This design comes from an exercise in tuning for small area and a short achievable clock period on the open sky130 flow, not from production work.
RTL that was checked went through simulation tests only; none was proved equivalent to the original.
Function not checked in run 2: the RTL went through the layout flow alone.
Power figures rest on the tool's default switching activity, not on a simulated workload.

$ cat run.sh
#!/bin/bash
# synth_recipe.tcl (not shown) runs the flow's synth.tcl, then flattens the netlist and writes it again
# the make line also repeats each setting of config.mk as NAME=value (left out here)
make -C /OpenROAD-flow-scripts/flow DESIGN_CONFIG=/design/flow/config.mk WORK_HOME=/design/flow/orfs CLKGATE_MAP_FILE= SYNTH_SCRIPT=/design/flow/synth_recipe.tcl finish
$ cat config.mk
export PLATFORM = sky130hd
export DESIGN_NAME = dmem_responder
export DESIGN_NICKNAME = dmem_responder
export VERILOG_FILES = /design/flow/design.v
export SDC_FILE = /design/flow/constraint.sdc
export NUM_CORES = 4
export LEC_CHECK = 0
export CAP_MARGIN = 20
export CORE_MARGIN = 2
export CORE_UTILIZATION = 75
export CTS_CLUSTER_DIAMETER = 40
export CTS_CLUSTER_SIZE = 16
export SETUP_SLACK_MARGIN = 2.9
export SLEW_MARGIN = 20
export SYNTH_HIERARCHICAL = 1
$ cat constraint.sdc
create_clock -name core_clock -period 5.0 [get_ports {clk}]
set_input_delay 1.0000 -clock core_clock [delete_from_list [all_inputs] [get_ports {clk}]]
set_output_delay 1.0000 -clock core_clock [all_outputs]
set_load 0.01 [all_outputs]
$ cat design.v
package dmem_pkg;
  localparam int DMEM_DEPTH = 64;
endpackage
module dmem_lane (
  input  logic       clk,
  input  logic       s,
  input  logic       sn,
  input  logic [7:0] d,
  output logic [7:0] q
);
  always_ff @(posedge clk) begin
    q <= ({8{s}} & d) | ({8{sn}} & q);
  end
endmodule
module dmem_wdec (
  input  logic a,
  input  logic b,
  output logic s,
  output logic sn
);
  assign s  = a & b;
  assign sn = ~(a & b);
endmodule
module dmem_rd2 (
  input  logic [31:0] a,
  input  logic [31:0] b,
  input  logic        sa,
  input  logic        sb,
  output logic [31:0] y_n
);
  assign y_n = ~(({32{sa}} & a) | ({32{sb}} & b));
endmodule
module dmem_nand2 (
  input  logic [31:0] a,
  input  logic [31:0] b,
  output logic [31:0] y
);
  assign y = ~(a & b);
endmodule
module dmem_nand3 (
  input  logic [31:0] a,
  input  logic [31:0] b,
  input  logic [31:0] c,
  output logic [31:0] y
);
  assign y = ~(a & b & c);
endmodule
module dmem_nand4 (
  input  logic [31:0] a,
  input  logic [31:0] b,
  input  logic [31:0] c,
  input  logic [31:0] d,
  output logic [31:0] y
);
  assign y = ~(a & b & c & d);
endmodule
module dmem_nor3 (
  input  logic [31:0] a,
  input  logic [31:0] b,
  input  logic [31:0] c,
  output logic [31:0] y
);
  assign y = ~(a | b | c);
endmodule
module dmem_array #(
  parameter int DEPTH = 64
) (
  input  logic             clk,
  input  logic             rst_n,
  input  logic [7:0]       wa,        
  input  logic [31:0]      wbl,       
  input  logic [31:0]      wdata,
  input  logic [DEPTH-1:0] rsel,      
  input  logic             rd,        
  output logic [31:0]      rnext      
);
  logic [31:0] mem_q [DEPTH];
  logic [31:0] rdata_r;
  logic [31:0] t1_n [33];    
  logic [31:0] t2 [9];       
  logic [31:0] t3_n [3];     
  logic [31:0] rmux_s;
  for (genvar k = 0; k < DEPTH; k++) begin : g_word
    for (genvar l = 0; l < 4; l++) begin : g_lane
      logic s, sn;
      dmem_wdec u_dec (
        .a (wa[k / 8]),
        .b (wbl[8*l + k % 8]),
        .s (s),
        .sn(sn)
      );
      dmem_lane u_lane (
        .clk(clk),
        .s  (s),
        .sn (sn),
        .d  (wdata[8*l +: 8]),
        .q  (mem_q[k][8*l +: 8])
      );
    end
  end
  for (genvar j = 0; j < DEPTH / 2; j++) begin : g_rd1
    dmem_rd2 u_rd (
      .a (mem_q[2*j]), .b (mem_q[2*j+1]),
      .sa(rsel[2*j]), .sb(rsel[2*j+1]),
      .y_n(t1_n[j])
    );
  end
  dmem_nand2 u_hold (.a({32{~rd}}), .b(rdata_r), .y(t1_n[32]));
  for (genvar j = 0; j < 6; j++) begin : g_rd2
    dmem_nand4 u_g (.a(t1_n[4*j]), .b(t1_n[4*j+1]), .c(t1_n[4*j+2]),
                    .d(t1_n[4*j+3]), .y(t2[j]));
  end
  for (genvar j = 0; j < 3; j++) begin : g_rd2b
    dmem_nand3 u_g (.a(t1_n[24+3*j]), .b(t1_n[24+3*j+1]), .c(t1_n[24+3*j+2]),
                    .y(t2[6+j]));
  end
  for (genvar j = 0; j < 3; j++) begin : g_rd3
    dmem_nor3 u_g (.a(t2[3*j]), .b(t2[3*j+1]), .c(t2[3*j+2]), .y(t3_n[j]));
  end
  dmem_nand3 u_rd4 (.a(t3_n[0]), .b(t3_n[1]), .c(t3_n[2]), .y(rmux_s));
  always_ff @(posedge clk or negedge rst_n) begin
    if (!rst_n) begin
      rdata_r <= 32'h0000_0000;
    end else begin
      rdata_r <= rmux_s;
    end
  end
  assign rnext = rmux_s;
endmodule
module dmem_responder #(
  parameter int WAIT_CYCLES = 1,
  parameter int DEPTH       = dmem_pkg::DMEM_DEPTH
) (
  input  logic        clk,
  input  logic        rst_n,
  input  logic        req,
  input  logic        we,
  input  logic [7:0]  addr,
  input  logic [31:0] wdata,
  input  logic [3:0]  be,
  output logic [31:0] rdata,
  output logic        ack,
  output logic        err
);
  localparam int AW = $clog2(DEPTH);
  logic        idle_r, busy_r, resp_r, mis_r;
  logic        ack_r, err_r;
  logic        accept_s, mis_in_s, go_s, rgo_s;
  logic [3:0]  be_s;
  logic [7:0]       wa_r;
  logic [31:0]      cap_wdata_r;
  logic [31:0]      wbl_r;
  logic [7:0]       ahi_s, alo_s;
  logic             rd_r;
  logic [DEPTH-1:0] rsel_r;
  logic [31:0]      rnext_s;
  logic [31:0]      rdata_r;
  assign accept_s = idle_r & req;
  assign mis_in_s = |addr[1:0];
  assign go_s     = accept_s & ~mis_in_s;
  assign rgo_s    = go_s & ~we;
  always_comb begin
    for (int i = 0; i < 8; i++) begin
      ahi_s[i] = (addr[7:5] == 3'(i));
      alo_s[i] = (addr[4:2] == 3'(i));
    end
  end
  assign be_s     = be;
  always_ff @(posedge clk or negedge rst_n) begin
    if (!rst_n) begin
      idle_r  <= 1'b1;
      busy_r  <= 1'b0;
      resp_r  <= 1'b0;
      mis_r   <= 1'b0;
      ack_r   <= 1'b0;
      err_r   <= 1'b0;
      wbl_r   <= '0;
      rd_r    <= 1'b0;
      rsel_r  <= '0;
    end else begin
      idle_r  <= (idle_r & ~req) | resp_r | mis_r;
      busy_r  <= go_s;
      mis_r   <= accept_s & mis_in_s;
      resp_r  <= busy_r;
      ack_r   <= resp_r | mis_r;
      err_r   <= mis_r;
      for (int l = 0; l < 4; l++) begin
        wbl_r[8*l +: 8] <= {8{go_s & we & be_s[l]}} & alo_s;
      end
      rd_r    <= rgo_s;
      for (int k = 0; k < DEPTH; k++) begin
        rsel_r[k] <= rgo_s & ahi_s[k / 8] & alo_s[k % 8];
      end
    end
  end
  always_ff @(posedge clk) begin
    wa_r        <= ahi_s;
    cap_wdata_r <= wdata;
  end
  dmem_array #(.DEPTH(DEPTH)) u_array (
    .clk  (clk),
    .rst_n(rst_n),
    .wa   (wa_r),
    .wbl  (wbl_r),
    .wdata(cap_wdata_r),
    .rsel (rsel_r),
    .rd   (rd_r),
    .rnext(rnext_s)
  );
  always_ff @(posedge clk) begin
    rdata_r <= rnext_s;
  end
  assign rdata = rdata_r;
  assign ack = ack_r;
  assign err = err_r;
endmodule
==> run notes, run 1 <==
Outcome -> timing/DRC/antenna clean
Total GRT Usage -> 0.4367
Number of port buffers -> 81
Drt wl/cell -> 30.45 um
Postcts setup bufs -> 0
# clock sinks -> 2255
GP Congestion -> 0.9178
DIE AREA -> 114200 um^2
Endpoints failing setup -> 0
CTS Buffer Depth -> 3
Core area -> 110700 um^2
Drt drc -> 0
Initial Util -> 0.7557
Sequential-to-total area share from yosys stat -> 0.5479
Reg clk slew, reported paths -> 0.07 ns
Site Rows -> 122
Relative slew slack -> 0.1869
Slew @ Worst Pin -> 1.220 ns
IO Pins -> 82
Worst vdd ir -> 0.0003721 V
CP bufs+invs -> 1
Vias -> 65090
Setup CP Type -> flop to primary output
Most frequent cells in the layout -> a22o_1, dfxtp_1, a22oi_1
Layout Nets -> 6868
Peak Freq -> 425.8 MHz
Worst Setup End Kind -> primary output
Area leader, netlist -> dfxtp_1
Later-pin clock latency in the skew report -> 0.83 ns
Final Skew -> 0.02652 ns
H-tree depth -> 4
CP startpoint kind -> flop
Top cell type's share of synthesized area -> 0.5075
Largest net degree at the start of global routing -> 104
DRT antenna net count -> 0
Yosys reg bits -> 2255
Delay-heaviest family, CP -> flip-flops
Unrepaired setup endpoints after global routing -> true
Initial antenna violation count -> 5
Total CTS buffers -> 202
Dominant cells by area after synthesis -> dfxtp_1, a22o_1, a22oi_1, buf_6, dfrtp_1
Hold Fails Final Rpt -> 0
Critical path's largest stage delay -> 0.41 ns
Syn avg cell area -> 11.68 um^2
Synth Warn # -> 13
Static Leak -> 33.56 nW
Hold Path Class -> primary input to async pin
Max-slew violations -> 0
GRT Residual Overflow -> 0
Total power -> 34.63 mW
Vias in the first global route -> 60860
Setup TNS -> 0 ns
Final critical-path required period -> 2.349 ns
Starting DRT DRC Count -> 9465
Distinct cell type count after synthesis -> 28
Cell Area, Synth -> 83640 um^2
Max Cap Viol -> 0
Vias per cell -> 7.677
CP cell instances -> buf_6
Required @ worst endpoint -> 4.00 ns
Fill cell count -> 6844
Post-Route WL -> 258.2 mm
PD cells -> 391.7 nW/um^2
Syn Inst Count -> 7161
Area delta synth->final -> 5.728%
Root Buffer -> clkbuf_16
Syn nets -> 7209
Post-DP HPWL -> 156.8 mm
DRT Pass-1 Iters -> 9
First-pass GRT wire length -> 379.7 mm
Final Cycle Share -> 0.4697
CTS tree -> built
Die X -> 337.9 um
Max FO, Critical Path -> 1
Crit path max-delay cell type -> dfxtp_4
Worst EP arrival -> 1.35 ns
Die Y -> 337.9 um
Layout cells sized above 1 -> 0.09661
-- kinds of logic (layout without fill, tap and decap cells) --
group	count (synthesis)	in the layout	synth area share
AO/OA/AOI/OAI	3074	3074	0.3066
buffers and inverters	744	569	0.07070
flip-flops	2255	2255	0.5479
AND/OR/NAND/NOR	1088	1089	0.07485
other	0	4	0
-- modules after synthesis, one instance, submodules excluded, excerpt --
module          flip-flops and latches  cells inside
dmem_nand2                           0            32
dmem_nor3                            0            32
dmem_nand3                           0            32
dmem_wdec                            0             2
dmem_responder                     175           344
dmem_lane                            8            18
dmem_rd2                             0            38
dmem_nand4                           0            32
-- worst paths after layout --
path                       depth (start not counted)                 end         from  slack (ns)
setup / recovery                                   1           rdata[16]  rdata_r[16]        2.65
hold / removal                                     1  u_array.rdata_r[7]        rst_n        0.06
setup reg to reg                                   4  u_array.rdata_r[4]   rsel_r[38]        2.84
hold reg to reg                                    0              resp_r       busy_r        0.37
max in group asynchronous                          3          rsel_r[36]        rst_n        3.71
min in group core_clock                            0              resp_r       busy_r        0.37
-- area by class of cell --
class | count | area (um^2) | share of cell area
Tap cell | 1488 | 1862 | 0.02105
Antenna cell | 4 | 10.01 | 0.0001132
Inverter | 11 | 41.29 | 0.0004669
Clock buffer | 260 | 5673 | 0.06415
Timing Repair Buffer | 187 | 1669 | 0.01888
Clock inverter | 111 | 1246 | 0.01409
Multi-Input combinational cell | 4163 | 31960 | 0.3614
Sequential cell | 2255 | 45970 | 0.5198
-- synth_stat cells, drive strengths merged --
library cell and number:
a21o 1, a22o 2048, a22oi 1024, and2 256
buf 725, clkbuf 8, dfrtp 134, dfstp 1
dfxtp 2120, inv 11, nand2 288, nand3 134
nand3b 6, nand4 192, nand4b 1, nand4bb 4
nor2 1, nor3 192, o211a 1, or2 1
or3 2, or3b 7, or4 1, or4b 3
-- registers in the layout, indices dropped and copies added (netlist names), 8 cells and up --
name,flops
wbl_r,32
rsel_r,64
wa_r,8
cap_wdata_r,32
u_array.g_word.g_lane.u_lane.q,2048
rdata_r,32
u_array.rdata_r,32
-- repair_timing --
item / 4_1_cts / 5_1_grt
pin swaps: 1 / 0
hold buffers: 0 / 0
setup endpoints to repair: 101 / 92
gates cloned: 1 / 0
gates resized for setup: 224 / 7
-- through the flow --
step | util | instance area (um^2) | hold WS [ns] | std cells | setup WS, ns
floorplan | - | 83640 | 0.3312 | 7161 | 3.058
global placement | 0.7347 | 81300 | 0.3479 | 8101 | 2.061
detailed placement | 0.7347 | 81310 | 0.3515 | 8101 | 1.993
CTS | 0.7982 | 88340 | 0.2709 | 8473 | 2.633
global route | 0.7989 | 88420 | 0.06277 | 8475 | 2.627
finish | 0.7990 | 88430 | 0.05843 | 8479 | 2.651
-- report_power, final --
part	internal (mW)	switching (mW)
Combinational	0.0623	0.400
Clock	9.01	7.08
Sequential	18.0	0.103
Total	27.0	7.58
-- layer usage --
metal | track usage | part of all wire
met5 | 0 | 0
met1 | 0.5886 | 0.39
met3 | 0.1140 | 0.12
met4 | 0.2659 | 0.067
met2 | 0.6307 | 0.42
==> run 2, diff against run 1 <==
--- a/design.v
+++ b/design.v
@@ -22,4 +22,11 @@
   assign sn = ~(a & b);
 endmodule
+module dmem_rdec (
+  input  logic a,
+  input  logic b,
+  output logic y
+);
+  assign y = a & b;
+endmodule
 module dmem_rd2 (
   input  logic [31:0] a,
@@ -71,5 +78,6 @@
   input  logic [31:0]      wbl,       
   input  logic [31:0]      wdata,
-  input  logic [DEPTH-1:0] rsel,      
+  input  logic [7:0]       ra,        
+  input  logic [7:0]       rb,        
   input  logic             rd,        
   output logic [31:0]      rnext      
@@ -81,4 +89,8 @@
   logic [31:0] t3_n [3];     
   logic [31:0] rmux_s;
+  logic [DEPTH-1:0] rsel;
+  for (genvar k = 0; k < DEPTH; k++) begin : g_rsel
+    dmem_rdec u_rdec (.a(ra[k / 8]), .b(rb[k % 8]), .y(rsel[k]));
+  end
   for (genvar k = 0; k < DEPTH; k++) begin : g_word
     for (genvar l = 0; l < 4; l++) begin : g_lane
@@ -153,5 +165,5 @@
   logic [7:0]       ahi_s, alo_s;
   logic             rd_r;
-  logic [DEPTH-1:0] rsel_r;
+  logic [7:0]       ra_r, rb_r;
   logic [31:0]      rnext_s;
   logic [31:0]      rdata_r;
@@ -177,5 +189,5 @@
       wbl_r   <= '0;
       rd_r    <= 1'b0;
-      rsel_r  <= '0;
+      ra_r    <= '0;
     end else begin
       idle_r  <= (idle_r & ~req) | resp_r | mis_r;
@@ -189,11 +201,10 @@
       end
       rd_r    <= rgo_s;
-      for (int k = 0; k < DEPTH; k++) begin
-        rsel_r[k] <= rgo_s & ahi_s[k / 8] & alo_s[k % 8];
-      end
+      ra_r    <= {8{rgo_s}} & ahi_s;
     end
   end
   always_ff @(posedge clk) begin
     wa_r        <= ahi_s;
+    rb_r        <= alo_s;
     cap_wdata_r <= wdata;
   end
@@ -204,5 +215,6 @@
     .wbl  (wbl_r),
     .wdata(cap_wdata_r),
-    .rsel (rsel_r),
+    .ra   (ra_r),
+    .rb   (rb_r),
     .rd   (rd_r),
     .rnext(rnext_s)
--- a/config.mk
+++ b/config.mk
@@ -9,6 +9,6 @@
 export CORE_MARGIN = 2
 export CORE_UTILIZATION = 75
-export CTS_CLUSTER_DIAMETER = 40
-export CTS_CLUSTER_SIZE = 16
+export CTS_CLUSTER_DIAMETER = 70
+export CTS_CLUSTER_SIZE = 24
 export SETUP_SLACK_MARGIN = 2.9
 export SLEW_MARGIN = 20
==> run 2 against run 1 <==
Compared with the run above:
- still clean on timing, DRC and antenna
- combinational power down 5.6%
- worst hold slack better by 0.18 ns
- core utilization down 2.1 points
- highest routed layer is now met5
- die area down 1.6%
- sequential cell count down 48
- design area down 4.3%
==> run notes, run 2 <==
Outcome -> timing/DRC/antenna clean
Critical Path Start -> err_r
Crit path max-delay cell type -> dfrtp_1
Psw -> 6.292 mW
Max Cap Viol -> 0
Biggest register -> u_array.g_word.g_lane.u_lane.q
FFs w/ async S/R, synth -> 0.03580
Post-synth EDFFs -> 0
Busiest layer in global routing -> met2
H-tree depth -> 3
CTS Buffer Depth -> 3
Largest register FFs -> 2048
Distinct cell type count after synthesis -> 27
Unrepaired setup endpoints after global routing -> true
Die X -> 335.3 um
Site Rows -> 121
Post-DP HPWL -> 158.8 mm
Area delta synth->final -> 2.845%
Setup CP Type -> flop to primary output
Clk pwr share -> 0.362
Largest net degree at the start of global routing -> 65
# clock sinks -> 2207
CP startpoint kind -> flop
Slew @ Worst Pin -> 1.282 ns
CP bufs+invs -> 1
Total CTS buffers -> 110
Layout cells sized above 1 -> 0.09416
Layout Nets -> 6775
Sw Share -> 0.2211
Hold Path Class -> primary input to async pin
Area leader, netlist -> dfxtp_1
Top cells by count, synth -> dfxtp_1, a22o_1, a22oi_1
Later-pin clock latency in the skew report -> 0.76 ns
Number of port buffers -> 81
First-pass GRT wire length -> 374.3 mm
Peak Freq -> 438.1 MHz
Die Y -> 335.3 um
GRT Residual Overflow -> 0
Worst EP arrival -> 1.28 ns
Hold Fails Final Rpt -> 0
DRT antenna net count -> 0
Post-Route WL -> 274.0 mm
CP cell instances -> buf_2
Drt drc -> 0
DRT Pass-1 Iters -> 12
Final critical-path required period -> 2.283 ns
DIE AREA -> 112400 um^2
Ys flop type -> dfxtp_1
IO Pins -> 82
Total stage count of the critical path -> 1
M3 GR Usage -> 0.1265
Most frequent cells in the layout -> a22o_1, dfxtp_1, a22oi_1
Vias per cell -> 7.920
Syn nets -> 7145
Worst r2r path cells -> 6
Root Buffer -> clkbuf_16
Vias in the first global route -> 58930
Final Skew -> 0.03958 ns
Relative slew slack -> 0.1456
FF-to-FF setup slack -> 2.76 ns
Core area -> 108900 um^2
Logic pwr share -> 0.015
Max FO, Critical Path -> 1
Flop pwr share -> 0.622
Total GRT Usage -> 0.4362
Required @ worst endpoint -> 4.00 ns
Setup TNS -> 0 ns
Worst vdd ir -> 0.0003565 V
M1 GR Usage -> 0.5778
RR Endpoint -> u_array.rdata_r[30]
Drt wl/cell -> 33.40 um
Delay-heaviest family, CP -> flip-flops
Worst Setup End Kind -> primary output
Sequential-to-total area share from yosys stat -> 0.5415
Syn Inst Count -> 7097
Endpoints failing setup -> 0
Most common cell in the synthesized netlist -> dfxtp_1
Initial antenna violation count -> 11
Initial Util -> 0.7563
Grt met2 use -> 0.6343
Worst flop-to-flop path startpoint -> ra_r[3]
Final Cycle Share -> 0.4565
Critical path's largest stage delay -> 0.38 ns
Starting DRT DRC Count -> 10300
Reg clk slew, reported paths -> 0.10 ns
Vias -> 64980
Top cell type's share of synthesized area -> 0.5175
Internal power -> 22.16 mW
Dominant cells by area after synthesis -> dfxtp_1, a22o_1, a22oi_1, buf_6, and2_1
Yosys reg bits -> 2207
Cell Area, Synth -> 82320 um^2
Synth Warn # -> 13
CTS tree -> built
GP Congestion -> 0.9408
Syn avg cell area -> 11.60 um^2
Post-Route Utilization -> 0.7778
PD cells -> 336.1 nW/um^2
Max-slew violations -> 0
Static Leak -> 31.69 nW
Worst Setup EP -> err
run 2: cell count changes in the layout (fill, tap and decap cells not counted), moves of 19 or more:
cell / previous run / this run
a22oi_1: 1024 / 967
a22oi_2: 0 / 57
and2_4: 0 / 73
buf_4: 103 / 80
clkbuf_16: 210 / 113
clkinvlp_4: 24 / 3
dfrtp_1: 130 / 70
dfxtp_4: 19 / 41
inv_6: 29 / 10
nor3_1: 88 / 37
nor3_2: 103 / 83
run 2: worst min path at each step:
stage / to / startpoint / depth (start not counted)
global placement: resp_r / busy_r / 0
detailed placement: resp_r / busy_r / 0
global route: u_array.rdata_r[31] / rst_n / 1
CTS: u_array.rdata_r[29] / rst_n / 1
floorplan: resp_r / busy_r / 0
finish: u_array.rdata_r[31] / rst_n / 1
run 2: per-stage QoR:
step                      cell area (um^2)  cells  power, mW  hold WS, ns  setup slack [ns]
final                                84670   8204      28.45       0.2369             2.717
after global routing                 84650   8200      29.07       0.2361             2.698
after CTS                            83480   8137      28.38       0.2099             2.700
after detailed placement             79840   7966      18.53       0.3450             2.262
after global placement               79840   7966      18.52       0.3337             2.349
after floorplan                      82320   7097      18.21       0.3312             3.118
run 2: area by class of cell:
cell class / instances / area, um^2
clock inverters: 38 / 436.7
flip-flops and latches: 2207 / 44800
multi-input cells: 4201 / 32690
inverters: 12 / 45.04
repair buffers: 195 / 1962
clock buffers: 133 / 2953
well taps: 1414 / 1769
diodes: 4 / 10.01
fillers: 7018 / 24190
run 2: timing repair:
action | 4_1_cts | 5_1_grt
cloned | 0 | 34
setup endpoints to repair | 98 | 427
setup buffers | 0 | 29
pin swaps | 2 | 81
resized for setup | 304 | 173
hold buffers | 0 | 0
run 2: kinds of logic (layout without fill, tap and decap cells):
kind of cell           Yosys count  after routing  share of synthesized area
other                            0              4                          0
flip-flops                    2207           2207                     0.5415
AND/OR/NAND/NOR               1093           1127                    0.07607
AO/OA/AOI/OAI                 3074           3074                     0.3115
buffers and inverters          723            378                    0.07092
run 2: power by group through the flow:
stage	Sequential [mW]	Clock (mW)	Combinational, mW
2_1_floorplan	18.2	0	0.0169
3_3_place_gp	18.1	0	0.412
3_5_place_dp	18.1	0	0.417
4_1_cts	17.7	10.3	0.416
5_1_grt	17.7	10.9	0.439
6_report	17.7	10.3	0.436
run 2: per-layer routing:
| layer | vias up | part of all wire |
|---|---|---|
| met5 | - | 0.0025 |
| met4 | 20 | 0.075 |
| met3 | 988 | 0.14 |
| met2 | 4970 | 0.42 |
| met1 | 31940 | 0.37 |
| li1 | 27060 | - |
run 2: per-module statistics from Yosys (local to each module, per instance), excerpt:
module	times used	cells inside	flip-flops and latches	area [um^2]
dmem_nor3	3	32	0	320.3
dmem_wdec	256	2	0	10.01
dmem_lane	256	18	8	246.5
dmem_nand3	4	32	0	160.2
dmem_nand4	6	32	0	200.2
dmem_responder	1	216	127	3283
dmem_rd2	32	38	0	289.0
dmem_rdec	64	1	0	6.256
==> run 3, diff against run 2 <==
--- a/design.v
+++ b/design.v
@@ -19,6 +19,14 @@
   output logic sn
 );
-  assign s  = a & b;
-  assign sn = ~(a & b);
+  logic sn_s;
+  assign sn_s = ~(a & b);
+  assign sn   = sn_s;
+  dmem_inv u_inv (.a(sn_s), .y(s));
+endmodule
+module dmem_inv (
+  input  logic a,
+  output logic y
+);
+  assign y = ~a;
 endmodule
 module dmem_rdec (
--- a/config.mk
+++ b/config.mk
@@ -11,5 +11,5 @@
 export CTS_CLUSTER_DIAMETER = 70
 export CTS_CLUSTER_SIZE = 24
-export SETUP_SLACK_MARGIN = 2.9
+export SETUP_SLACK_MARGIN = 2.8
 export SLEW_MARGIN = 20
 export SYNTH_HIERARCHICAL = 1
==> run 3 against run 2 <==
Compared with the run above:
- global-route usage down 0.50 points
- final cell count is 1.4% lower
- sequential cell count stayed put
- total power fell by 0.64%
- synthesized cell count unchanged
- design area shrank 2.6%
- maximum frequency up 0.27%
- area after synthesis fell by 0.78%
- via count is 4.5% lower
- clock-buffer cell count is 2 higher
- clock power barely moved
==> run notes, run 3 <==
Vias in the first global route -> 57090
CP bufs+invs -> 1
# clock sinks -> 2207
Most frequent cells in the layout -> dfxtp_1, a22o_1, a22oi_1
Max Cap Viol -> 0
Metal1 wirelength -> 97.97 mm
Initial Util -> 0.7535
Core area -> 108400 um^2
Slew @ Worst Pin -> 1.182 ns
Synth Warn # -> 13
Cell Area, Synth -> 81680 um^2
DP Cell Count -> 7917
DR WL met2 -> 106.2 mm
Reg clk slew, reported paths -> 0.09 ns
Static Leak -> 32.93 nW
Setup TNS -> 0 ns
FFs w/ async S/R, synth -> 0.03580
Total stage count of the critical path -> 1
Site Rows -> 121
DIE AREA -> 111600 um^2
Worst EP arrival -> 1.28 ns
Worst vdd ir -> 0.0003592 V
Area leader, netlist -> dfxtp_1
Top cell type's share of synthesized area -> 0.5215
Max FO, Critical Path -> 1
Worst r2r path cells -> 3
Critical Path Start -> rdata_r[6]
Postcts setup bufs -> 0
Biggest register -> u_array.g_word.g_lane.u_lane.q
First-pass GRT wire length -> 367.4 mm
Peak Freq -> 439.3 MHz
Required @ worst endpoint -> 4.00 ns
DRT antenna net count -> 0
CTS tree -> built
Starting DRT DRC Count -> 9776
Worst Setup End Kind -> primary output
Syn nets -> 7145
Final Skew -> 0.03000 ns
PD cells -> 342.9 nW/um^2
Final critical-path required period -> 2.277 ns
Drt drc -> 0
Max-slew violations -> 0
Dominant cells by area after synthesis -> dfxtp_1, a22o_1, a22oi_1, buf_6, dfrtp_1
Largest register FFs -> 2048
Final Cycle Share -> 0.4553
CP cell instances -> buf_6
Worst flop-to-flop path startpoint -> wbl_r[26]
Total CTS buffers -> 109
Most common cell in the synthesized netlist -> dfxtp_1
Setup CP Type -> flop to primary output
Root Buffer -> clkbuf_16
Hold-fix buffers at CTS -> 0
Largest net degree at the start of global routing -> 65
H-tree depth -> 3
Hold Path Class -> primary input to async pin
GRT Residual Overflow -> 0
Syn Inst Count -> 7097
Crit path max-delay cell type -> dfxtp_4
Delay-heaviest family, CP -> flip-flops
DRT Pass-1 Iters -> 8
CTS Buffer Depth -> 3
Post-synth EDFFs -> 0
Highest Signal Layer -> met5
FF-to-FF setup slack -> 2.73 ns
Number of port buffers -> 81
Later-pin clock latency in the skew report -> 0.74 ns
Layout Nets -> 6662
Hold Fails Final Rpt -> 0
Layout cells sized above 1 -> 0.06776
Commonest non-fill, non-tap cell in the layout -> dfxtp_1
Relative slew slack -> 0.2117
Critical path's largest stage delay -> 0.43 ns
Distinct cell type count after synthesis -> 27
Vias -> 62060
Syn avg cell area -> 11.51 um^2
Area delta synth->final -> 0.9421%
CP startpoint kind -> flop
Die Y -> 334.0 um
Outcome -> timing/DRC/antenna clean
WL met3 -> 32.80 mm
Endpoints failing setup -> 0
Unrepaired setup endpoints after global routing -> true
GP Congestion -> 0.9128
Vias per cell -> 7.674
Post-DP HPWL -> 152.6 mm
Drt wl/cell -> 31.05 um
Ys flop type -> dfxtp_1
Post-Route Utilization -> 0.7606
Initial antenna violation count -> 8
Sequential-to-total area share from yosys stat -> 0.5458
Final std cells w/o fill -> 8087
Post-Route WL -> 251.1 mm
Yosys reg bits -> 2207
IO Pins -> 82
Die X -> 334.0 um
Top cells by count, synth -> dfxtp_1, a22o_1, a22oi_1
Total GRT Usage -> 0.4312
run 3: changes by cell type in the layout (fill, tap and decap cells not counted), moves of 8 or more:
cell / before / now
a22oi_1: 967 / 1024
a22oi_2: 57 / 0
and2_1: 265 / 9
and2_2: 16 / 4
and2_4: 73 / 51
buf_12: 13 / 0
buf_4: 80 / 36
buf_6: 48 / 33
dfxtp_1: 2048 / 2056
dfxtp_2: 39 / 23
dfxtp_4: 41 / 49
inv_1: 12 / 268
nor3_2: 83 / 95
nor3_4: 13 / 1
run 3: cell families after synthesis:
family / share of synthesized area
compound gates: 0.3139
flops: 0.5458
buf+inv: 0.08324
simple gates: 0.05706
run 3: layer usage:
layer,track usage,vias to the layer above
met2,0.6200,4152
met4,0.2192,4
met3,0.1340,606
met5,0,-
li1,-,26450
met1,0.5868,30840
run 3: path summary, 6_finish.rpt:
kind | to
setup / recovery | rdata[6]
hold / removal | u_array.rdata_r[20]
setup reg to reg | u_array.g_word[58].g_lane[3].u_lane.q[5]
hold reg to reg | resp_r
max in group asynchronous | wbl_r[28]
min in group core_clock | resp_r
run 3: modules after synthesis, one instance, submodules excluded, excerpt:
| module | copies in the design | cell area, um^2 |
|---|---|---|
| dmem_responder | 1 | 3283 |
| dmem_rd2 | 32 | 289.0 |
| dmem_nand4 | 6 | 200.2 |
| dmem_nand2 | 1 | 120.1 |
| dmem_rdec | 64 | 6.256 |
| dmem_inv | 256 | 3.754 |
run 3: cell type report:
class                           instances  area [um^2]
Fill cell                            7363        25950
Sequential cell                      2207        44800
Tap cell                             1414         1769
Multi-Input combinational cell       3911        30440
Antenna cell                            2        5.005
Inverter                              268         1006
Timing Repair Buffer                  117         1112
Clock inverter                         33        336.6
Clock buffer                          135         2983
run 3: repair_timing:
item                                    CTS  global route
gates resized for setup                 252            50
endpoints found under the setup margin  248           354
cloned                                    0             0
run 3: stage by stage:
stage	total power, mW	hold WS (ns)	area (um^2)	setup WS, ns
6_report	28.27	0.2832	82450	2.723
5_1_grt	28.94	0.2753	82450	2.694
4_1_cts	28.21	0.2609	82370	2.708
3_5_place_dp	18.51	0.3442	78890	2.296
3_3_place_gp	18.50	0.3374	78890	2.307
2_1_floorplan	18.20	0.3312	81680	3.118
run 3: report_power, final:
part / internal [mW] / switching, mW
registers: 17.6 / 0.251
logic: 0.0486 / 0.233
clock network: 4.48 / 5.68
total: 22.1 / 6.17
==> run 4, diff against run 3 <==
--- a/config.mk
+++ b/config.mk
@@ -10,6 +10,6 @@
 export CORE_UTILIZATION = 75
 export CTS_CLUSTER_DIAMETER = 70
-export CTS_CLUSTER_SIZE = 24
-export SETUP_SLACK_MARGIN = 2.8
+export CTS_CLUSTER_SIZE = 20
+export SETUP_SLACK_MARGIN = 2.9
 export SLEW_MARGIN = 20
 export SYNTH_HIERARCHICAL = 1
==> run 4 against run 3 <==
Compared with the run above:
- still clean on timing, DRC and antenna
- sequential power hardly changed
- total power rose by 3.1%
- via count grew 0.47%
- largest cell class unchanged
- highest routed layer unchanged
==> run notes, run 4 <==
First-pass GRT wire length -> 368.2 mm
Most frequent cells in the layout -> dfxtp_1, a22o_1, a22oi_1
Top cells by count, synth -> dfxtp_1, a22o_1, a22oi_1
Starting DRT DRC Count -> 9509
CP startpoint kind -> flop
Cell Area, Placed -> 78890 um^2
Static Leak -> 33.23 nW
WL met3 -> 32.93 mm
Psw -> 6.255 mW
Vias -> 62350
Drt wl/cell -> 31.04 um
Max-slew violations -> 0
# clock sinks -> 2207
Endpoints failing setup -> 0
GP Congestion -> 0.9128
Post-DP HPWL -> 152.6 mm
Outcome -> timing/DRC/antenna clean
Final critical-path required period -> 2.311 ns
Yosys reg bits -> 2207
Vias per cell -> 7.687
H-tree depth -> 4
Largest register FFs -> 2048
Initial Util -> 0.7535
Root Buffer -> clkbuf_16
Logic pwr share -> 0.010
Post-Route Utilization -> 0.7675
GRT Residual Overflow -> 0
Post-Route WL -> 251.8 mm
Initial antenna violation count -> 7
Hold Path Class -> primary input to async pin
Distinct cell type count after synthesis -> 27
PD cells -> 350.3 nW/um^2
Area leader, netlist -> dfxtp_1
Biggest register -> u_array.g_word.g_lane.u_lane.q
Final Cycle Share -> 0.4622
Final Cell Area -> 83190 um^2
Crit path max-delay cell type -> dfxtp_4
Top cell type's share of synthesized area -> 0.5215
Layout Nets -> 6692
Worst Setup End Kind -> primary output
Sequential-to-total area share from yosys stat -> 0.5458
Site Rows -> 121
Core area -> 108400 um^2
IO Pins -> 82
Ys flop type -> dfxtp_1
Max FO, Critical Path -> 1
Setup ws final -> 2.689 ns
Cell Area, Synth -> 81680 um^2
DR WL met2 -> 106.5 mm
Critical path's largest stage delay -> 0.42 ns
Die X -> 334.0 um
Flop pwr share -> 0.611
Total GRT Usage -> 0.4332
Worst r2r path cells -> 6
Die Y -> 334.0 um
DRT Pass-1 Iters -> 7
Highest Signal Layer -> met5
Synth Warn # -> 13
Delay-heaviest family, CP -> flip-flops
Worst vdd ir -> 0.0003533 V
Peak Freq -> 432.8 MHz
CTS tree -> built
Relative slew slack -> 0.2799
Internal power -> 22.89 mW
Final Skew -> 0.02253 ns
Hold Fails Final Rpt -> 0
Setup TNS -> 0 ns
Required @ worst endpoint -> 4.00 ns
Largest net degree at the start of global routing -> 65
DRT antenna net count -> 0
Area occupied by multi-input gates -> 30580 um^2
Sequential cell area -> 44820 um^2
Reg clk slew, reported paths -> 0.08 ns
DIE AREA -> 111600 um^2
Setup CP Type -> flop to primary output
Clk pwr share -> 0.379
Total stage count of the critical path -> 1
FFs w/ async S/R, synth -> 0.03580
Worst EP arrival -> 1.31 ns
Worst slack, placed -> 2.296 ns
Vias in the first global route -> 57610
Syn Inst Count -> 7097
Area delta synth->final -> 1.849%
Max Cap Viol -> 0
CTS Buffer Depth -> 3
Number of port buffers -> 81
Dominant cells by area after synthesis -> dfxtp_1, a22o_1, a22oi_1, buf_6, dfrtp_1
Total CTS buffers -> 131
Later-pin clock latency in the skew report -> 0.78 ns
Slew @ Worst Pin -> 1.080 ns
CP bufs+invs -> 1
Final hold slack -> 0.2360 ns
Post-synth EDFFs -> 0
Syn avg cell area -> 11.51 um^2
Layout cells sized above 1 -> 0.07438
Commonest non-fill, non-tap cell in the layout -> dfxtp_1
Unrepaired setup endpoints after global routing -> true
Drt drc -> 0
Metal1 wirelength -> 97.94 mm
Syn nets -> 7145
Most common cell in the synthesized netlist -> dfxtp_1
Fill cell count -> 7207
CP cell instances -> buf_6
Sw Share -> 0.2146
run 4: cell count changes in the layout (fill, tap and decap cells not counted), moves of 4 or more:
cell       before   now
clkbuf_16     115   142
a22oi_1      1024  1006
a22oi_2         0    18
dfrtp_1        74    62
dfrtp_2         4    16
clkinv_2       12     2
clkbuf_1       17    25
nor3_2         95    89
nor3_4          1     7
and2_2          4     0
and2_4         51    55
buf_4          36    40
buf_6          33    37
run 4: cell type report:
type / instances / area share
antenna: 2 / 0.00006016
clock buffer: 172 / 0.04467
clock inverter: 12 / 0.001399
sequential: 2207 / 0.5387
inverter: 268 / 0.01209
timing repair buffer: 125 / 0.01427
multi-input combinational: 3911 / 0.3675
tap: 1414 / 0.02127
run 4: logic make-up (layout without fill, tap and decap cells):
family                 Yosys count  count (layout)  share of synthesized area
buffers and inverters          979             577                    0.08324
other                            0               2                          0
AND/OR/NAND/NOR                837             837                    0.05706
AO/OA/AOI/OAI                 3074            3074                     0.3139
flip-flops                    2207            2207                     0.5458
run 4: path summary, 6_finish.rpt:
check                                 from                   to  slack [ns]
worst max-delay path            rdata_r[6]             rdata[6]        2.69
worst min-delay path                 rst_n   u_array.rdata_r[1]        0.24
worst max register to register     ra_r[2]  u_array.rdata_r[16]        2.88
worst min register to register      busy_r               resp_r        0.36
max in group asynchronous            rst_n            wbl_r[17]        3.52
min in group core_clock             busy_r               resp_r        0.36
run 4: modules after synthesis (local to each module, per instance), a selection:
module | cells | flip-flops and latches
dmem_nor3 | 32 | 0
dmem_lane | 18 | 8
dmem_nand4 | 32 | 0
dmem_nand2 | 32 | 0
dmem_rdec | 1 | 0
dmem_wdec | 1 | 0
run 4: through the flow:
stage	instances	total power [mW]
global placement	7917	18.50
finish	8111	29.14
floorplan	7097	18.20
global route	8109	29.80
detailed placement	7917	18.51
CTS	8101	29.09
run 4: what timing repair did:
item,in CTS,in global routing
hold buffers,0,0
buffers inserted,0,8
resized for setup,303,46
pin swaps,1,13
endpoints found under the setup margin,571,654
run 4: power groups by stage:
stage | Combinational [mW] | Clock, mW | Sequential, mW
floorplan | 0.0168 | 0 | 18.2
global placement | 0.272 | 0 | 18.2
detailed placement | 0.274 | 0 | 18.2
CTS | 0.274 | 11.0 | 17.8
global route | 0.288 | 11.7 | 17.8
finish | 0.281 | 11.0 | 17.8
run 4: metal layers:
| layer | track usage | vias up |
|---|---|---|
| li1 | - | 26520 |
| met1 | 0.5842 | 30740 |
| met2 | 0.6290 | 4364 |
| met3 | 0.1331 | 719 |
| met4 | 0.2223 | 2 |
| met5 | 0 | - |
==> run 5, diff against run 4 <==
--- a/config.mk
+++ b/config.mk
@@ -10,5 +10,5 @@
 export CORE_UTILIZATION = 75
 export CTS_CLUSTER_DIAMETER = 70
-export CTS_CLUSTER_SIZE = 20
+export CTS_CLUSTER_SIZE = 28
 export SETUP_SLACK_MARGIN = 2.9
 export SLEW_MARGIN = 20
==> run 5 against run 4 <==
Compared with the run above:
- sequential cell count unchanged
- clock-buffer cell count down 46
- clock skew up 0.0075 ns
- clock power down 5%
- global-route usage down 0.21 points
- critical path depth unchanged
- synthesized cell count unchanged
- first-iteration DRC count up 6.4%
- die area unchanged
- maximum frequency down 0.47%
==> run notes, run 5 <==
CTS tree -> built
Cell Area, Placed -> 78890 um^2
Max-slew violations -> 0
CP startpoint kind -> flop
FF-to-FF setup slack -> 2.79 ns
Post-DP HPWL -> 152.6 mm
Worst r2r path cells -> 6
Vias -> 63480
Ys flop type -> dfxtp_1
PD cells -> 343.8 nW/um^2
Static Leak -> 33.13 nW
Largest register FFs -> 2048
Hold Path Class -> primary input to async pin
Die X -> 334.0 um
Post-synth EDFFs -> 0
DRT antenna net count -> 0
CTS Buffer Depth -> 3
Top cell type's share of synthesized area -> 0.5215
DRT Pass-1 Iters -> 14
CP bufs+invs -> 1
Crit path max-delay cell type -> dfxtp_4
Sequential-to-total area share from yosys stat -> 0.5458
Final critical-path required period -> 2.322 ns
Final Cycle Share -> 0.4643
Starting DRT DRC Count -> 10120
Top cells by count, synth -> dfxtp_1, a22o_1, a22oi_1
Largest net degree at the start of global routing -> 65
Hold-fix buffers at CTS -> 0
Delay-heaviest family, CP -> flip-flops
Area delta synth->final -> 1.699%
Worst flop-to-flop path startpoint -> rb_r[1]
Endpoints failing setup -> 0
Syn Inst Count -> 7097
DIE AREA -> 111600 um^2
Die Y -> 334.0 um
# clock sinks -> 2207
Root Buffer -> clkbuf_16
Max FO, Critical Path -> 1
Max Cap Viol -> 0
Unrepaired setup endpoints after global routing -> true
Most frequent cells in the layout -> dfxtp_1, a22o_1, a22oi_1
Worst vdd ir -> 0.0003351 V
Vias per cell -> 7.802
Yosys reg bits -> 2207
Syn avg cell area -> 11.51 um^2
Syn nets -> 7145
Cell Area, Synth -> 81680 um^2
Worst Setup End Kind -> primary output
Vias in the first global route -> 57390
Setup TNS -> 0 ns
GRT Residual Overflow -> 0
Dominant cells by area after synthesis -> dfxtp_1, a22o_1, a22oi_1, buf_6, dfrtp_1
Hold Fails Final Rpt -> 0
Worst EP arrival -> 1.32 ns
IO Pins -> 82
Relative slew slack -> 0.2734
Synth Warn # -> 13
GP Congestion -> 0.9128
Layout Nets -> 6684
First-pass GRT wire length -> 367.2 mm
Core area -> 108400 um^2
Peak Freq -> 430.7 MHz
Distinct cell type count after synthesis -> 27
Area leader, netlist -> dfxtp_1
Final Cell Area -> 83070 um^2
CP cell instances -> buf_6
Setup CP Type -> flop to primary output
Required @ worst endpoint -> 4.00 ns
Total GRT Usage -> 0.4311
Outcome -> timing/DRC/antenna clean
Final Skew -> 0.02999 ns
Critical path's largest stage delay -> 0.44 ns
Commonest non-fill, non-tap cell in the layout -> dfxtp_1
H-tree depth -> 3
Number of port buffers -> 81
Total stage count of the critical path -> 1
Final hold slack -> 0.2556 ns
Layout cells sized above 1 -> 0.08029
Total CTS buffers -> 105
Drt wl/cell -> 32.25 um
FFs w/ async S/R, synth -> 0.03580
RR Endpoint -> u_array.rdata_r[21]
Site Rows -> 121
Biggest register -> u_array.g_word.g_lane.u_lane.q
Drt drc -> 0
Total power -> 28.56 mW
Later-pin clock latency in the skew report -> 0.76 ns
Initial Util -> 0.7535
Slew @ Worst Pin -> 1.090 ns
Reg clk slew, reported paths -> 0.11 ns
Initial antenna violation count -> 9
Most common cell in the synthesized netlist -> dfxtp_1
Post-Route WL -> 262.4 mm
-- run 5: what timing repair did --
action	CTS	global route
setup endpoints to repair	525	610
pin swaps	4	24
gates resized for setup	302	68
cloned	0	20
buffers inserted	0	6
-- run 5: cell families (layout without fill, tap and decap cells) --
family | count (synthesis) | after routing | share of synthesized area
buffers and inverters | 979 | 575 | 0.08324
AOI/OAI and AO/OA | 3074 | 3074 | 0.3139
other | 0 | 9 | 0
and+or+nand+nor | 837 | 857 | 0.05706
DFF | 2207 | 2207 | 0.5458
-- run 5: layout make-up --
type                    count  area, um^2
repair buffers            123        1184
flip-flops and latches   2207       44830
inverters                 268        1006
clock inverters            58       674.4
multi-input cells        3931       30720
clock buffers             126        2863
fillers                  7235       25330
diodes                      9       22.52
well taps                1414        1769
-- run 5: power breakdown --
part           internal (mW)  switching, mW
Sequential              17.6          0.259
Combinational         0.0488          0.234
Clock                   4.42           6.02
Total                   22.0           6.52
-- run 5: worst reg2reg max path, delay by kind of cell, from the launching register on --
kind	cells	cell delay, ns
compound gates	1	0.28
flops	1	0.53
simple gates	4	1.02
buf+inv	1	0.25
-- run 5: layer usage --
metal | track usage | part of all wire
met1 | 0.5872 | 0.38
met2 | 0.6233 | 0.41
met3 | 0.1244 | 0.14
met4 | 0.2259 | 0.071
met5 | 0 | 0.0015
-- run 5: worst max path at each step --
stage / endpoint / startpoint
global placement: wbl_r[29] / addr[1]
detailed placement: wbl_r[12] / addr[1]
CTS: rdata[2] / rdata_r[2]
finish: rdata[2] / rdata_r[2]
floorplan: wbl_r[30] / addr[1]
global route: rdata[2] / rdata_r[2]
-- run 5: Yosys stat by module, one instance, submodules excluded, a selection --
| module | cell area (um^2) | cells |
|---|---|---|
| dmem_nand2 | 120.1 | 32 |
| dmem_rdec | 6.256 | 1 |
| dmem_rd2 | 289.0 | 38 |
| dmem_nand3 | 160.2 | 32 |
| dmem_nand4 | 200.2 | 32 |
| dmem_inv | 3.754 | 1 |
| dmem_wdec | 3.754 | 1 |
| dmem_nor3 | 320.3 | 32 |
| dmem_responder | 3283 | 216 |
| dmem_lane | 246.5 | 18 |
-- run 5: per-stage QoR --
stage / setup slack (ns) / util / instances
floorplan: 3.118 / - / 7097
global placement: 2.307 / 0.7277 / 7917
detailed placement: 2.296 / 0.7277 / 7917
CTS: 2.677 / 0.7626 / 8101
global route: 2.666 / 0.7661 / 8127
finish: 2.678 / 0.7663 / 8136
==> run 6, diff against run 5 <==
--- a/config.mk
+++ b/config.mk
@@ -10,5 +10,5 @@
 export CORE_UTILIZATION = 75
 export CTS_CLUSTER_DIAMETER = 70
-export CTS_CLUSTER_SIZE = 28
+export CTS_CLUSTER_SIZE = 24
 export SETUP_SLACK_MARGIN = 2.9
 export SLEW_MARGIN = 20
==> run 6 against run 5 <==
Compared with the run above:
- final cell count shrank 0.29%
- register-to-register slack gained 0.04 ns
- clock skew grew 0.0017 ns
- via count shrank 1.1%
- non-clock buffer count grew 4
==> run notes, run 6 <==
Max FO, Critical Path -> 1
Sequential cell area -> 44820 um^2
Vias in the first global route -> 57090
DIE AREA -> 111600 um^2
FF-to-FF setup slack -> 2.83 ns
GP Congestion -> 0.9128
GRT Residual Overflow -> 0
Initial Util -> 0.7535
Syn Inst Count -> 7097
Total GRT Usage -> 0.4316
Total CTS buffers -> 109
Synth Warn # -> 13
Post-DP HPWL -> 152.6 mm
Most common cell in the synthesized netlist -> dfxtp_1
Outcome -> timing/DRC/antenna clean
Area leader, netlist -> dfxtp_1
RR Endpoint -> u_array.rdata_r[31]
Layout cells sized above 1 -> 0.07546
Ys flop type -> dfxtp_1
Hold-fix buffers at CTS -> 0
Cell Area, Synth -> 81680 um^2
Worst Setup EP -> rdata[6]
Final Cycle Share -> 0.4570
Die X -> 334.0 um
CP bufs+invs -> 1
CP startpoint kind -> flop
Setup CP Type -> flop to primary output
First-pass GRT wire length -> 367.6 mm
Final critical-path required period -> 2.285 ns
Later-pin clock latency in the skew report -> 0.75 ns
Max Cap Viol -> 0
Critical path's largest stage delay -> 0.43 ns
Post-Route WL -> 257.4 mm
CTS tree -> built
Reg clk slew, reported paths -> 0.09 ns
Crit path max-delay cell type -> dfxtp_4
Area occupied by multi-input gates -> 30660 um^2
Largest net degree at the start of global routing -> 65
Root Buffer -> clkbuf_16
Distinct cell type count after synthesis -> 27
Static Leak -> 33.05 nW
Hold Fails Final Rpt -> 0
Commonest non-fill, non-tap cell in the layout -> dfxtp_1
Layout Nets -> 6683
Syn nets -> 7145
Critical Path Start -> rdata_r[6]
Final Cell Area -> 82850 um^2
Worst Setup End Kind -> primary output
Most frequent cells in the layout -> dfxtp_1, a22o_1, a22oi_1
Worst flop-to-flop path startpoint -> rb_r[3]
Worst slack, placed -> 2.296 ns
Relative slew slack -> 0.2604
FFs w/ async S/R, synth -> 0.03580
Final std cells w/o fill -> 8112
Setup ws final -> 2.715 ns
Syn avg cell area -> 11.51 um^2
Vias per cell -> 7.736
Setup TNS -> 0 ns
Peak Freq -> 437.6 MHz
Endpoints failing setup -> 0
Drt wl/cell -> 31.72 um
DRT antenna net count -> 0
Unrepaired setup endpoints after global routing -> true
Number of port buffers -> 81
Drt drc -> 0
Core area -> 108400 um^2
Post-Route Utilization -> 0.7643
Worst vdd ir -> 0.0003576 V
# clock sinks -> 2207
Delay-heaviest family, CP -> flip-flops
Worst r2r path cells -> 5
Starting DRT DRC Count -> 10220
Vias -> 62760
Top cells by count, synth -> dfxtp_1, a22o_1, a22oi_1
CP cell instances -> buf_6
Sequential-to-total area share from yosys stat -> 0.5458
IO Pins -> 82
Dominant cells by area after synthesis -> dfxtp_1, a22o_1, a22oi_1, buf_6, dfrtp_1
Cell Area, Placed -> 78890 um^2
H-tree depth -> 3
Final Skew -> 0.03173 ns
DP Cell Count -> 7917
Post-synth EDFFs -> 0
Hold Path Class -> primary input to async pin
Total stage count of the critical path -> 1
DRT Pass-1 Iters -> 7
Yosys reg bits -> 2207
Area delta synth->final -> 1.432%
Die Y -> 334.0 um
Initial antenna violation count -> 10
Biggest register -> u_array.g_word.g_lane.u_lane.q
Top cell type's share of synthesized area -> 0.5215
Slew @ Worst Pin -> 1.109 ns
Max-slew violations -> 0
Largest register FFs -> 2048
PD cells -> 341.5 nW/um^2
CTS Buffer Depth -> 3
Required @ worst endpoint -> 4.00 ns
Fill cell count -> 7300
Site Rows -> 121
Worst EP arrival -> 1.29 ns
-- run 6: cell counts after synthesis --
Identical to the previous run, type by type.
-- run 6: layout make-up --
class,instances,share of cell area
Antenna cell,6,0.0001812
Clock buffer,135,0.03600
Clock inverter,33,0.004062
Inverter,268,0.01214
Multi-Input combinational cell,3922,0.3700
Sequential cell,2207,0.5410
Tap cell,1414,0.02135
Timing Repair Buffer,127,0.01521
-- run 6: logic make-up after synthesis --
group,synth area share
compound gates,0.3139
simple gates,0.05706
buf+inv,0.08324
flops,0.5458
-- run 6: worst min path at each step --
stage | start | endpoint | cells past startpoint | slack, ns
after floorplan | busy_r | resp_r | 0 | 0.33
after global placement | busy_r | resp_r | 0 | 0.34
after detailed placement | busy_r | resp_r | 0 | 0.34
after CTS | rst_n | u_array.rdata_r[7] | 1 | 0.26
after global routing | rst_n | u_array.rdata_r[31] | 1 | 0.28
final | rst_n | u_array.rdata_r[20] | 1 | 0.28
-- run 6: timing repair --
action                                  in CTS  in global routing
cloned                                       0                 11
endpoints found under the setup margin     499                645
hold endpoints to repair                     0                  0
buffers inserted                             0                 10
pin swaps                                    2                 22
gates resized for setup                    295                 70
-- run 6: metal layers --
metal,vias to the layer above,wire length [um],share of wire,track usage
li1,26530,-,-,-
met3,753,35000,0.14,0.1350
met2,4484,107600,0.42,0.6224
met4,2,16230,0.063,0.2166
met1,30990,98520,0.38,0.5861
met5,-,19,0.000074,0
-- run 6: power breakdown --
group	switching (mW)	internal (mW)
clock	5.70	4.48
sequential	0.256	17.6
combinational	0.234	0.0488
-- run 6: worst register-to-register path, delay by kind of cell (launching register included) --
family | cells | cell delay, ns
AND/OR/NAND/NOR | 4 | 1.18
flip-flops | 1 | 0.50
AO/OA/AOI/OAI | 1 | 0.35
-- run 6: through the flow --
| step | hold slack [ns] | power [mW] |
|---|---|---|
| after floorplan | 0.3312 | 18.20 |
| after global placement | 0.3374 | 18.50 |
| after detailed placement | 0.3442 | 18.51 |
| after CTS | 0.2609 | 28.21 |
| after global routing | 0.2776 | 28.94 |
| final | 0.2846 | 28.29 |
-- run 6: per-module statistics from Yosys, one instance, submodules excluded, excerpt --
module | flops+latches | times used
dmem_responder | 127 | 1
dmem_nor3 | 0 | 3
dmem_rd2 | 0 | 32
dmem_lane | 8 | 256
dmem_nand4 | 0 | 6
dmem_wdec | 0 | 256
==> run 7, diff against run 6 <==
==> flow/run.sh (new file) <==
#!/bin/bash
# The standard layout, with clock tree synthesis clustering the register
# sinks in two levels. Synthesis is the standard synthesis, unchanged.
set -euo pipefail
bash standard.sh synth > synth.log 2>&1
bash standard.sh 'CTS_ARGS=-sink_clustering_enable -repair_clock_nets -sink_clustering_size 24 -sink_clustering_max_diameter 70 -sink_clustering_levels 2' \
  finish > layout.log 2>&1
==> standard.sh (new file) <==
#!/bin/bash
# synth_recipe.tcl (not shown) runs the flow's synth.tcl, then flattens the netlist and writes it again
# the make line also repeats each setting of config.mk as NAME=value (left out here)
make -C /OpenROAD-flow-scripts/flow DESIGN_CONFIG=/design/flow/config.mk WORK_HOME=/design/flow/orfs CLKGATE_MAP_FILE= SYNTH_SCRIPT=/design/flow/synth_recipe.tcl "${@:-finish}"
removed: run.sh
==> run 7 against run 6 <==
Compared with the run above:
- critical endpoint unchanged
- synthesized cell count unchanged
- worst hold slack unchanged
- combinational power barely moved
- critical path type unchanged
- clock power about the same
- global-route usage stayed put
- sequential share of layout area is the same
- register-to-register slack about the same
- sequential power about the same
==> run notes, run 7 <==
WL met3 -> 35.00 mm
Area delta synth->final -> 1.432%
Initial Util -> 0.7535
Hold-fix buffers at CTS -> 0
Final hold slack -> 0.2846 ns
Metal1 wirelength -> 98.52 mm
FF-to-FF setup slack -> 2.83 ns
Largest register FFs -> 2048
FFs w/ async S/R, synth -> 0.03580
Worst EP arrival -> 1.29 ns
Max Cap Viol -> 0
Distinct cell type count after synthesis -> 27
Required @ worst endpoint -> 4.00 ns
Die X -> 334.0 um
Worst flop-to-flop path startpoint -> rb_r[3]
Crit path max-delay cell type -> dfxtp_4
CTS Buffer Depth -> 3
Delay-heaviest family, CP -> flip-flops
Layout cells sized above 1 -> 0.07546
Vias -> 62760
Drt wl/cell -> 31.72 um
Max-slew violations -> 0
Total power -> 28.29 mW
Peak Freq -> 437.6 MHz
PD cells -> 341.5 nW/um^2
GP Congestion -> 0.9128
Area occupied by multi-input gates -> 30660 um^2
Drt drc -> 0
Setup CP Type -> flop to primary output
Hold Path Class -> primary input to async pin
Largest net degree at the start of global routing -> 65
Final std cells w/o fill -> 8112
Yosys reg bits -> 2207
Slew @ Worst Pin -> 1.109 ns
Highest Signal Layer -> met5
Syn Inst Count -> 7097
Layout Nets -> 6683
Final Cell Area -> 82850 um^2
DP Cell Count -> 7917
Total CTS buffers -> 109
Critical path's largest stage delay -> 0.43 ns
Syn nets -> 7145
Total GRT Usage -> 0.4316
Unrepaired setup endpoints after global routing -> true
Reg clk slew, reported paths -> 0.09 ns
Synth Warn # -> 13
Worst Setup End Kind -> primary output
Area leader, netlist -> dfxtp_1
GRT Residual Overflow -> 0
Die Y -> 334.0 um
Syn avg cell area -> 11.51 um^2
Final critical-path required period -> 2.285 ns
Worst vdd ir -> 0.0003576 V
Dominant cells by area after synthesis -> dfxtp_1, a22o_1, a22oi_1, buf_6, dfrtp_1
Core area -> 108400 um^2
DRT antenna net count -> 0
Relative slew slack -> 0.2604
Max FO, Critical Path -> 1
Post-DP HPWL -> 152.6 mm
Vias in the first global route -> 57090
Root Buffer -> clkbuf_16
DIE AREA -> 111600 um^2
Sequential-to-total area share from yosys stat -> 0.5458
DR WL met2 -> 107.6 mm
CP bufs+invs -> 1
Commonest non-fill, non-tap cell in the layout -> dfxtp_1
Cell Area, Placed -> 78890 um^2
Final Skew -> 0.03173 ns
IO Pins -> 82
Starting DRT DRC Count -> 10220
Final Cycle Share -> 0.4570
Cell Area, Synth -> 81680 um^2
Fill cell count -> 7300
Ys flop type -> dfxtp_1
First-pass GRT wire length -> 367.6 mm
Post-synth EDFFs -> 0
Endpoints failing setup -> 0
Number of port buffers -> 81
# clock sinks -> 2207
CP startpoint kind -> flop
DRT Pass-1 Iters -> 7
Most frequent cells in the layout -> dfxtp_1, a22o_1, a22oi_1
Setup TNS -> 0 ns
Worst r2r path cells -> 5
Top cell type's share of synthesized area -> 0.5215
Biggest register -> u_array.g_word.g_lane.u_lane.q
Sequential cell area -> 44820 um^2
Initial antenna violation count -> 10
Site Rows -> 121
Post-Route WL -> 257.4 mm
Vias per cell -> 7.736
Outcome -> timing/DRC/antenna clean
Most common cell in the synthesized netlist -> dfxtp_1
Hold Fails Final Rpt -> 0
CTS tree -> built
RR Endpoint -> u_array.rdata_r[31]
CP cell instances -> buf_6
Static Leak -> 33.05 nW
Top cells by count, synth -> dfxtp_1, a22o_1, a22oi_1
Later-pin clock latency in the skew report -> 0.75 ns
H-tree depth -> 3
==> run 7: repair_timing <==
action,CTS,global route
cloned,0,11
buffers inserted,0,10
gates resized for setup,295,70
pin swaps,2,22
setup endpoints to repair,499,645
==> run 7: cells by family (layout without fill, tap and decap cells) <==
kind of cell / Yosys count / after routing / share of synthesized area
AOI/OAI and AO/OA: 3074 / 3074 / 0.3139
buffers and inverters: 979 / 563 / 0.08324
DFF: 2207 / 2207 / 0.5458
other: 0 / 6 / 0
and+or+nand+nor: 837 / 848 / 0.05706
==> run 7: layer usage <==
metal  GRT usage  vias to the layer above
li1            -                    26530
met1      0.5861                    30990
met2      0.6224                     4484
met3      0.1350                      753
met4      0.2166                        2
met5           0                        -
==> run 7: per-module statistics from Yosys, one instance, submodules excluded, a selection <==
module          times used  cells  cell area (um^2)
dmem_nand4               6     32             200.2
dmem_inv               256      1             3.754
dmem_nor3                3     32             320.3
dmem_rdec               64      1             6.256
dmem_nand3               4     32             160.2
dmem_wdec              256      1             3.754
dmem_nand2               1     32             120.1
dmem_lane              256     18             246.5
dmem_responder           1    216              3283
==> run 7: layout make-up <==
cell class	count	area share
flip-flops and latches	2207	0.5410
repair buffers	127	0.01521
inverters	268	0.01214
multi-input cells	3922	0.3700
clock inverters	33	0.004062
well taps	1414	0.02135
diodes	6	0.0001812
clock buffers	135	0.03600
==> run 7: worst max path at each step <==
stage               startpoint         to  cells past startpoint
floorplan              addr[1]  wbl_r[30]                      4
global placement       addr[1]  wbl_r[29]                      3
detailed placement     addr[1]  wbl_r[12]                      3
CTS                 rdata_r[6]   rdata[6]                      1
global route        rdata_r[6]   rdata[6]                      1
finish              rdata_r[6]   rdata[6]                      1
==> run 7: through the flow <==
stage                     utilization  worst slack, ns
after floorplan                     -            3.118
after global placement         0.7277            2.307
after detailed placement       0.7277            2.296
after CTS                      0.7605            2.708
after global routing           0.7642            2.695
final                          0.7643            2.715
==> run 7: worst reg2reg max path: stages, from the launching register on <==
cell,delay (ns)
dfxtp_1,0.50
and2_4,0.42
a22oi_1,0.35
nand4_1,0.25
nor3_2,0.33
nand3_1,0.18
==> run 7: report_power, final <==
group,internal [mW],total (mW),switching [mW]
logic,0.0488,0.283,0.234
clock network,4.48,10.2,5.70
registers,17.6,17.8,0.256
==> run 8, diff against run 7 <==
--- a/design.v
+++ b/design.v
@@ -88,9 +88,9 @@
   input  logic [7:0]       ra,        
   input  logic [7:0]       rb,        
-  input  logic             rd,        
+  input  logic             hold,      
+  input  logic [31:0]      rq,        
   output logic [31:0]      rnext      
 );
   logic [31:0] mem_q [DEPTH];
-  logic [31:0] rdata_r;
   logic [31:0] t1_n [33];    
   logic [31:0] t2 [9];       
@@ -126,5 +126,5 @@
     );
   end
-  dmem_nand2 u_hold (.a({32{~rd}}), .b(rdata_r), .y(t1_n[32]));
+  dmem_nand2 u_hold (.a({32{hold}}), .b(rq), .y(t1_n[32]));
   for (genvar j = 0; j < 6; j++) begin : g_rd2
     dmem_nand4 u_g (.a(t1_n[4*j]), .b(t1_n[4*j+1]), .c(t1_n[4*j+2]),
@@ -139,11 +139,4 @@
   end
   dmem_nand3 u_rd4 (.a(t3_n[0]), .b(t3_n[1]), .c(t3_n[2]), .y(rmux_s));
-  always_ff @(posedge clk or negedge rst_n) begin
-    if (!rst_n) begin
-      rdata_r <= 32'h0000_0000;
-    end else begin
-      rdata_r <= rmux_s;
-    end
-  end
   assign rnext = rmux_s;
 endmodule
@@ -176,4 +169,5 @@
   logic [31:0]      rnext_s;
   logic [31:0]      rdata_r;
+  logic             rstf_r;
   assign accept_s = idle_r & req;
   assign mis_in_s = |addr[1:0];
@@ -225,5 +219,6 @@
     .ra   (ra_r),
     .rb   (rb_r),
-    .rd   (rd_r),
+    .hold (~rd_r & ~rstf_r),
+    .rq   (rdata_r),
     .rnext(rnext_s)
   );
@@ -231,4 +226,11 @@
     rdata_r <= rnext_s;
   end
+  always_ff @(posedge clk or negedge rst_n) begin
+    if (!rst_n) begin
+      rstf_r <= 1'b1;
+    end else begin
+      rstf_r <= 1'b0;
+    end
+  end
   assign rdata = rdata_r;
   assign ack = ack_r;
==> run.sh (new file) <==
#!/bin/bash
# synth_recipe.tcl (not shown) runs the flow's synth.tcl, then flattens the netlist and writes it again
# the make line also repeats each setting of config.mk as NAME=value (left out here)
make -C /OpenROAD-flow-scripts/flow DESIGN_CONFIG=/design/flow/config.mk WORK_HOME=/design/flow/orfs CLKGATE_MAP_FILE= SYNTH_SCRIPT=/design/flow/synth_recipe.tcl finish
--- a/config.mk
+++ b/config.mk
@@ -8,5 +8,5 @@
 export CAP_MARGIN = 20
 export CORE_MARGIN = 2
-export CORE_UTILIZATION = 75
+export CORE_UTILIZATION = 85
 export CTS_CLUSTER_DIAMETER = 70
 export CTS_CLUSTER_SIZE = 24
removed: flow/run.sh
removed: standard.sh
==> run 8 against run 7 <==
Compared with the run above:
- still clean
- critical path depth unchanged
- design area is 0.85% lower
- sequential share of layout area down 0.57 points
- clock-buffer cell count down 6
==> run notes, run 8 <==
Outcome -> timing/DRC/antenna clean
Psw -> 5.898 mW
Logic pwr share -> 0.018
Hold-fix buffers at CTS -> 0
H-tree depth -> 3
Post-synth EDFFs -> 0
Vias -> 63580
Die Y -> 312.5 um
Setup ws final -> 2.713 ns
Delay-heaviest family, CP -> flip-flops
Drt drc -> 0
Post-Route WL -> 235.5 mm
DRT antenna net count -> 0
Unrepaired setup endpoints after global routing -> true
Post-Route Utilization -> 0.8672
Critical path's largest stage delay -> 0.43 ns
Max FO, Critical Path -> 2
Syn nets -> 7115
Final Cycle Share -> 0.4575
CP startpoint kind -> flop
Worst vdd ir -> 0.0003813 V
Crit path max-delay cell type -> dfxtp_4
Top cell type's share of synthesized area -> 0.5265
Total CTS buffers -> 104
Reg clk slew, reported paths -> 0.09 ns
CP bufs+invs -> 1
FFs w/ async S/R, synth -> 0.02206
Worst Setup End Kind -> primary output
Peak Freq -> 437.2 MHz
Final critical-path required period -> 2.287 ns
Vias per cell -> 7.988
DRT Pass-1 Iters -> 7
Top cells by count, synth -> dfxtp_1, a22o_1, a22oi_1
Biggest register -> u_array.g_word.g_lane.u_lane.q
IO Pins -> 82
Cell Area, Synth -> 80910 um^2
Drt wl/cell -> 29.59 um
Clk pwr share -> 0.349
Largest net degree at the start of global routing -> 65
Syn avg cell area -> 11.45 um^2
Area delta synth->final -> 1.528%
Root Buffer -> clkbuf_16
Syn Inst Count -> 7067
Final hold slack -> 0.2667 ns
Worst slack, placed -> 2.145 ns
Slew @ Worst Pin -> 1.060 ns
Number of port buffers -> 81
Dominant cells by area after synthesis -> dfxtp_1, a22o_1, a22oi_1, buf_6, buf_2
Area leader, netlist -> dfxtp_1
Die X -> 312.5 um
Max Cap Viol -> 0
Max-slew violations -> 0
First-pass GRT wire length -> 352.6 mm
CP cell instances -> buf_6
Site Rows -> 113
Post-DP HPWL -> 148.2 mm
Relative slew slack -> 0.2937
Layout Nets -> 6699
Later-pin clock latency in the skew report -> 0.74 ns
Distinct cell type count after synthesis -> 28
DIE AREA -> 97680 um^2
Synth Warn # -> 13
Setup CP Type -> flop to primary output
Setup TNS -> 0 ns
Starting DRT DRC Count -> 11320
Initial Util -> 0.8541
Most common cell in the synthesized netlist -> dfxtp_1
Initial antenna violation count -> 3
Sw Share -> 0.2152
Most frequent cells in the layout -> dfxtp_1, a22o_1, a22oi_1
GP Congestion -> 1.021
Hold Path Class -> primary input to async pin
# clock sinks -> 2176
PD cells -> 333.6 nW/um^2
Sequential-to-total area share from yosys stat -> 0.5414
Vias in the first global route -> 59720
Endpoints failing setup -> 0
Required @ worst endpoint -> 4.00 ns
Core area -> 94730 um^2
GRT Residual Overflow -> 0
CTS tree -> built
Hold Fails Final Rpt -> 0
Internal power -> 21.51 mW
Ys flop type -> dfxtp_1
Final Skew -> 0.02701 ns
Yosys reg bits -> 2176
Commonest non-fill, non-tap cell in the layout -> dfxtp_1
Worst EP arrival -> 1.29 ns
Total GRT Usage -> 0.4585
Largest register FFs -> 2048
Layout cells sized above 1 -> 0.07606
CTS Buffer Depth -> 3
Flop pwr share -> 0.633
Static Leak -> 32.84 nW
## run 8: changes by cell type in the layout (fill, tap and decap cells not counted), sizes merged, moves of 2 or more
cell,delta
buf,+62
dfrtp,-32
and2,-11
clkinv,-10
clkbuf,-6
diode,-4
bufinv,-3
clkinvlp,-2
## run 8: worst paths after layout
| kind | start | end | slack [ns] | cells after the start |
|---|---|---|---|---|
| worst max-delay path | rdata_r[21] | rdata[21] | 2.71 | 1 |
| worst min-delay path | rst_n | ack_r | 0.27 | 1 |
| worst max register to register | ra_r[0] | rdata_r[9] | 2.83 | 6 |
| worst min register to register | busy_r | resp_r | 0.37 | 0 |
| max in group asynchronous | rst_n | ra_r[1] | 4.26 | 1 |
| min in group core_clock | busy_r | resp_r | 0.37 | 0 |
## run 8: repair_timing
item                       in CTS  in global routing
setup endpoints to repair      64                 69
gates resized for setup       275                 94
pin swaps                      15                 35
setup buffers                   0                  3
## run 8: power by group through the flow
stage / clock network [mW] / logic, mW / registers, mW
2_1_floorplan: 0 / 0.0195 / 17.9
3_3_place_gp: 0 / 0.452 / 17.8
3_5_place_dp: 0 / 0.463 / 17.8
4_1_cts: 9.48 / 0.465 / 17.4
5_1_grt: 10.1 / 0.491 / 17.4
6_report: 9.56 / 0.491 / 17.4
## run 8: final cells by class
cell class	count	area, um^2
repair buffers	189	1750
inverters	267	1002
flip-flops and latches	2176	43970
multi-input cells	3913	30810
clock inverters	18	161.4
diodes	2	5.005
well taps	1265	1583
fillers	4810	12580
clock buffers	129	2863
## run 8: per-module statistics from Yosys, one instance, submodules excluded, excerpt
module | copies in the design | flip-flops and latches
dmem_rd2 | 32 | 0
dmem_nand2 | 1 | 0
dmem_nor3 | 3 | 0
dmem_nand3 | 4 | 0
dmem_nand4 | 6 | 0
dmem_responder | 1 | 128
dmem_inv | 256 | 0
dmem_rdec | 64 | 0
## run 8: per-stage QoR
stage	total power [mW]	instances	instance area (um^2)
finish	27.40	7959	82150
global route	27.98	7959	82150
global placement	18.23	7807	78340
detailed placement	18.24	7807	78340
CTS	27.30	7954	81710
floorplan	17.95	7067	80910
## run 8: routing by layer
metal / vias to the layer above / GRT usage / wire, um
li1: 26480 / - / -
met1: 30880 / 0.5955 / 86350
met2: 5234 / 0.6806 / 100700
met3: 984 / 0.09542 / 28920
met4: 0 / 0.3409 / 19510
met5: - / 0 / 0
## run 8: cells by family after synthesis
logic type | after synthesis | share of synthesized area
AO/OA/AOI/OAI | 3074 | 0.3169
flip-flops | 2176 | 0.5414
AND/OR/NAND/NOR | 838 | 0.05765
other | 1 | 0.00004635
buffers and inverters | 978 | 0.08398

Setup slack of run 8, layout unchanged: 2.713 ns with ideal ports, 2.636 ns with driving cells assumed (clock clkbuf_16, inputs buf_2), 2.229 ns with port delays also shifted by the 0.804 ns mid clock arrival.
